This design comes from an exercise in tuning for small area on the open sky130 flow, not from production work. The RTL was checked by simulation tests, not by an equivalence proof against the original design.

## north
Design osc_phase_multi, start of the top module:
module osc_phase_multi #(
  parameter int ACC_W = 24,
  parameter int OUT_W = 16
) (
  input  logic             clk,
  input  logic             rst_n,
  input  logic             sample_en,
  input  logic [ACC_W-1:0] inc_in,
  input  logic             inc_load,
  input  logic             sync,
  input  logic [OUT_W-1:0] duty,
  input  logic [OUT_W-1:0] amp,
  output logic             inc_pending,
  output logic [OUT_W-1:0] saw,
  output logic [OUT_W-1:0] tri_o,
  output logic [OUT_W-1:0] sqr,
  output logic             out_valid,
  output logic             wrap
);
  logic [ACC_W-1:0] phase_q, phase_d;
  logic [ACC_W-1:0] inc_act_q;
  logic [ACC_W-1:0] inc_shd_q;
  logic             pending_q;
  logic [ACC_W:0]   sum;
  logic             upd_wrap;
  logic             apply;
  logic [15:0]      amp_q;
  logic             sq_q;
  logic             v1_q, wrap1_q;
  logic [15:0]      wh_q, a2_q;
  logic             cin_t_q, cin_s_q, p15_q, sq2_q;
  logic             valid_q, wrap_q;
  assign sum      = {1'b0, phase_q} + {1'b0, inc_act_q};
  assign upd_wrap = sync | sum[ACC_W];
  assign apply    = sample_en & (upd_wrap | (inc_act_q == '0));
  assign phase_d  = sync ? '0 : sum[ACC_W-1:0];
  always_ff @(posedge clk or negedge rst_n) begin
    if (!rst_n) begin
      phase_q   <= '0;
      inc_act_q <= '0;
      inc_shd_q <= '0;
      pending_q <= 1'b0;
      v1_q      <= 1'b0;
      wrap1_q   <= 1'b0;
      valid_q   <= 1'b0;
      wrap_q    <= 1'b0;
    end else begin
  ...
Settings: LEC_CHECK=0, CAP_MARGIN=20, CORE_MARGIN=2, CORE_UTILIZATION=40, SLEW_MARGIN=20; clock period 8.0 ns.
run.sh (not shown) runs the stock make flow with config.mk's settings and CLKGATE_MAP_FILE= SYNTH_SCRIPT=/design/flow/synth_recipe.tcl, a recipe that flattens the netlist after the stock synthesis.
The final layout from north, which completed every stage, passed the timing, DRC and antenna checks at the end of the flow.
The inputs of south differ from those of north as listed below.
-- flow/config.mk --
<<< north, line 9
export CORE_MARGIN = 2
export CORE_UTILIZATION = 40
export SLEW_MARGIN = 20
>>> south, line 9
export CORE_MARGIN = 2
export CORE_UTILIZATION = 40
export GPL_TIMING_DRIVEN = 0
export SLEW_MARGIN = 20
--- outcome ---
- south vs. north: non-clock buffer count moved up, minimum hold slack moved down.
- north → south: worst setup slack dropped 0.94 ns.

---

== run A ==
Another version of the RTL of osc_phase_multi (not shown whole).
Size in the first run: roughly 1,300 cells after synthesis, roughly 110 I/O pins, roughly 13,000 µm² of cells after synthesis.
==> flow/config.mk <==
export PLATFORM = sky130hd
export DESIGN_NAME = osc_phase_multi
export DESIGN_NICKNAME = osc_phase_multi
export VERILOG_FILES = /design/flow/design.v
export SDC_FILE = /design/flow/constraint.sdc
export NUM_CORES = 4
export LEC_CHECK = 0
export CAP_MARGIN = 20
export CORE_MARGIN = 2
export CORE_UTILIZATION = 40
export SLEW_MARGIN = 20
export SYNTH_HIERARCHICAL = 1
export SYNTH_MINIMUM_KEEP_SIZE = 0
==> flow/constraint.sdc <==
create_clock -name core_clock -period 8.0 [get_ports {clk}]
set_input_delay 1.6000 -clock core_clock [delete_from_list [all_inputs] [get_ports {clk}]]
set_output_delay 1.6000 -clock core_clock [all_outputs]
set_load 0.01 [all_outputs]
standard.sh (not shown) runs the stock make flow with config.mk's settings and CLKGATE_MAP_FILE= SYNTH_SCRIPT=/design/flow/synth_recipe.tcl, a recipe that flattens the netlist after the stock synthesis.
==> flow/flow/run.sh <==
#!/bin/bash
set -euo pipefail
export BUFFER_PORTS_ARGS="-buffer_cell sky130_fd_sc_hd__buf_1"
export CTS_ARGS="-sink_clustering_enable -repair_clock_nets -dont_use_dummy_load -buf_list sky130_fd_sc_hd__clkbuf_8 -root_buf sky130_fd_sc_hd__clkbuf_8 -sink_clustering_size 20"
R=orfs/results/sky130hd/osc_phase_multi/base
bash standard.sh synth > synth.log 2>&1
DS_ODB=$R/1_synth.odb openroad -no_init -exit flow/downsize.tcl > downsize.log 2>&1
bash standard.sh > flow.log 2>&1
==> flow/flow/downsize.tcl <==
# Swap every combinational cell to the smallest-area cell of the same
# function family (same name up to the drive-strength suffix, same pins);
# the flow's later repair steps size cells up again where timing needs it.
set db [ord::get_db]
read_db $::env(DS_ODB)

set masters [dict create]
foreach lib [$db getLibs] { foreach m [$lib getMasters] {
  set n [$m getName]
  if {[regexp {^(sky130_fd_sc_hd__[a-z0-9]+)_([0-9]+)$} $n -> base sz]} {
    set area [expr {[$m getWidth] * [$m getHeight]}]
    # smallest area; among equal areas the strongest drive
    if {![dict exists $masters $base]} {
      dict set masters $base [list $m $area $sz]
    } else {
      lassign [dict get $masters $base] bm ba bs
      if {$area < $ba || ($area == $ba && $sz > $bs)} {
        dict set masters $base [list $m $area $sz]
      }
    }
  }
} }
set dont_use [expr {[info exists ::env(DONT_USE_CELLS)] ? [split $::env(DONT_USE_CELLS)] : {}}]
set n 0
set sw [dict create]
foreach inst [[[$db getChip] getBlock] getInsts] {
  set m [$inst getMaster]
  set name [$m getName]
  if {![regexp {^(sky130_fd_sc_hd__[a-z0-9]+)_([0-9]+)$} $name -> base sz]} continue
  if {[regexp {^sky130_fd_sc_hd__(df|sdf|edf|dl|clk|conb|tap|fill|decap)} $name]} continue
  if {![dict exists $masters $base]} continue
  set best [lindex [dict get $masters $base] 0]
  if {$best eq $m} continue
  if {[lsearch -exact $dont_use [$best getName]] >= 0} continue
  if {[$inst swapMaster $best]} { incr n; dict incr sw "$name->[$best getName]" }
}
puts "downsize: swapped $n instances: $sw"
write_db $::env(DS_ODB)
Modified inputs, run B compared to run A
==> flow/flow/run.sh <==
#!/bin/bash
set -euo pipefail
export BUFFER_PORTS_ARGS="-buffer_cell sky130_fd_sc_hd__buf_1"
export CTS_ARGS="-sink_clustering_enable -repair_clock_nets -dont_use_dummy_load -buf_list sky130_fd_sc_hd__clkbuf_8 -root_buf sky130_fd_sc_hd__clkbuf_8"
bash standard.sh > flow.log 2>&1
removed: flow/flow/downsize.tcl
--- outcome ---
- In run B, fraction of final layout cells sized beyond drive strength 1 is lower than in run A.
- On run B: top fanout value on the critical path is about 4% lower than what run A gave.
- Compared with run A, in run B number of pins with negative max-slew slack in the final report now sits at about the same level; buffers plus inverters on the worst setup path went down by 1.
- Logic depth of the worst path, buffers included shrinks by a few percent when moving from run A to run B.
- In terms of clock-pin slew on the worst setup and hold paths, run A and run B differ only marginally.
- A cell at the slowest stage of the critical path of o21ai_1 is what run A shows, while mux2_2 belongs to run B.
- In the metrics for run A and run B, the one carrying the higher post-layout worst setup margin is run B.
diff inputs: run B => run C
==> flow/flow/run.sh <==
#!/bin/bash
set -euo pipefail
export BUFFER_PORTS_ARGS="-buffer_cell sky130_fd_sc_hd__buf_1"
export CTS_ARGS="-sink_clustering_enable -repair_clock_nets -dont_use_dummy_load -buf_list sky130_fd_sc_hd__clkbuf_8 -root_buf sky130_fd_sc_hd__clkbuf_8 -sink_clustering_size 30 -sink_clustering_max_diameter 150"
R=orfs/results/sky130hd/osc_phase_multi/base
bash standard.sh synth > synth.log 2>&1
DS_ODB=$R/1_synth.odb openroad -no_init -exit flow/downsize.tcl > downsize.log 2>&1
bash standard.sh > flow.log 2>&1
==> flow/flow/downsize.tcl (new file) <==
# Swap every combinational cell to the smallest-area cell of the same
# function family (same name up to the drive-strength suffix, same pins);
# the flow's later repair steps size cells up again where timing needs it.
set db [ord::get_db]
read_db $::env(DS_ODB)

set masters [dict create]
foreach lib [$db getLibs] { foreach m [$lib getMasters] {
  set n [$m getName]
  if {[regexp {^(sky130_fd_sc_hd__[a-z0-9]+)_([0-9]+)$} $n -> base sz]} {
    set area [expr {[$m getWidth] * [$m getHeight]}]
    # smallest area; among equal areas the strongest drive
    if {![dict exists $masters $base]} {
      dict set masters $base [list $m $area $sz]
    } else {
      lassign [dict get $masters $base] bm ba bs
      if {$area < $ba || ($area == $ba && $sz > $bs)} {
        dict set masters $base [list $m $area $sz]
      }
    }
  }
} }
set dont_use [expr {[info exists ::env(DONT_USE_CELLS)] ? [split $::env(DONT_USE_CELLS)] : {}}]
set n 0
set sw [dict create]
foreach inst [[[$db getChip] getBlock] getInsts] {
  set m [$inst getMaster]
  set name [$m getName]
  if {![regexp {^(sky130_fd_sc_hd__[a-z0-9]+)_([0-9]+)$} $name -> base sz]} continue
  if {[regexp {^sky130_fd_sc_hd__(df|sdf|edf|dl|clk|conb|tap|fill|decap)} $name]} continue
  if {![dict exists $masters $base]} continue
  set best [lindex [dict get $masters $base] 0]
  if {$best eq $m} continue
  if {[lsearch -exact $dont_use [$best getName]] >= 0} continue
  if {[$inst swapMaster $best]} { incr n; dict incr sw "$name->[$best getName]" }
}
puts "downsize: swapped $n instances: $sw"
write_db $::env(DS_ODB)
Results
Run C completed every stage of the flow, and the final layout passed the timing, DRC and antenna checks. Comparing run B and run C, number of global-route vias before repair is lower on run C. Measured against each other, run B and run C differ in synthesized area, the higher figure coming from run B. Design area (run C vs. run B) decreases by a few percent. On run C: final cell count is about 2.3% lower than what run B gave. Compared to run B, run C shows a narrower setup margin. Final layout net count essentially unchanged between run C and run B.
Setup changes, run C to run D
==> flow/flow/run.sh <==
#!/bin/bash
set -euo pipefail
export BUFFER_PORTS_ARGS="-buffer_cell sky130_fd_sc_hd__buf_1"
export CTS_ARGS="-sink_clustering_enable -repair_clock_nets -dont_use_dummy_load -buf_list sky130_fd_sc_hd__clkbuf_8 -root_buf sky130_fd_sc_hd__clkbuf_8 -sink_clustering_size 32"
R=orfs/results/sky130hd/osc_phase_multi/base
bash standard.sh synth > synth.log 2>&1
DS_ODB=$R/1_synth.odb openroad -no_init -exit flow/downsize.tcl > downsize.log 2>&1
bash standard.sh > flow.log 2>&1
Findings:
- Non-clock buffer count came out exactly the same in run D and run C.
- Count of clock-buffer cells in the layout came out exactly the same in run D and run C.
- As far as number of non-clock inverters goes, run D and run C are indistinguishable; the numbers are identical.
- Diff run D..run C | number of cells produced by synthesis | unchanged
- Comparing run C against run D, there is no change at all in worst slack after detailed placement.
- Looking at run D and run C, the peak clock frequency supported by timing is a wash.

-- what the ideal ports hide --
In the flow no input, the clock included, has a driving cell. The finished layouts below were timed again as built, in two steps. Step 1: set_driving_cell puts a clkbuf_16 on clk and a buf_2 on each other input, an assumption about the parent block. Step 2, shift: input delay + t, output delay - t, t = (earliest + latest rising clock arrival at the registers) / 2. This alone moves slack from input paths to output paths. Slacks: ideal / step 1 / step 2; pairs: ideal / step 1.
run | t (ns) | setup slack, ns | worst setup path after step 2 | worst slew at a driven data input, ns
north | 0.479 | 1.649 / 1.649 / 1.649 | register to register | 0.07
south | 0.494 | 0.708 / 0.708 / 0.708 | register to register | 0.05
run A | 0.483 | 0.878 / 0.904 / 0.421 | input to register | 0.04
run B | 0.491 | 1.233 / 1.253 / 0.762 | input to register | 0.05
run C | 0.483 | 0.878 / 0.904 / 0.421 | input to register | 0.04
run D | 0.483 | 0.878 / 0.904 / 0.421 | input to register | 0.04
After both steps every run listed still meets setup and hold. The setup slack of run B, which loses most, moves by +0.020 ns with the drivers and by -0.471 ns with both steps.
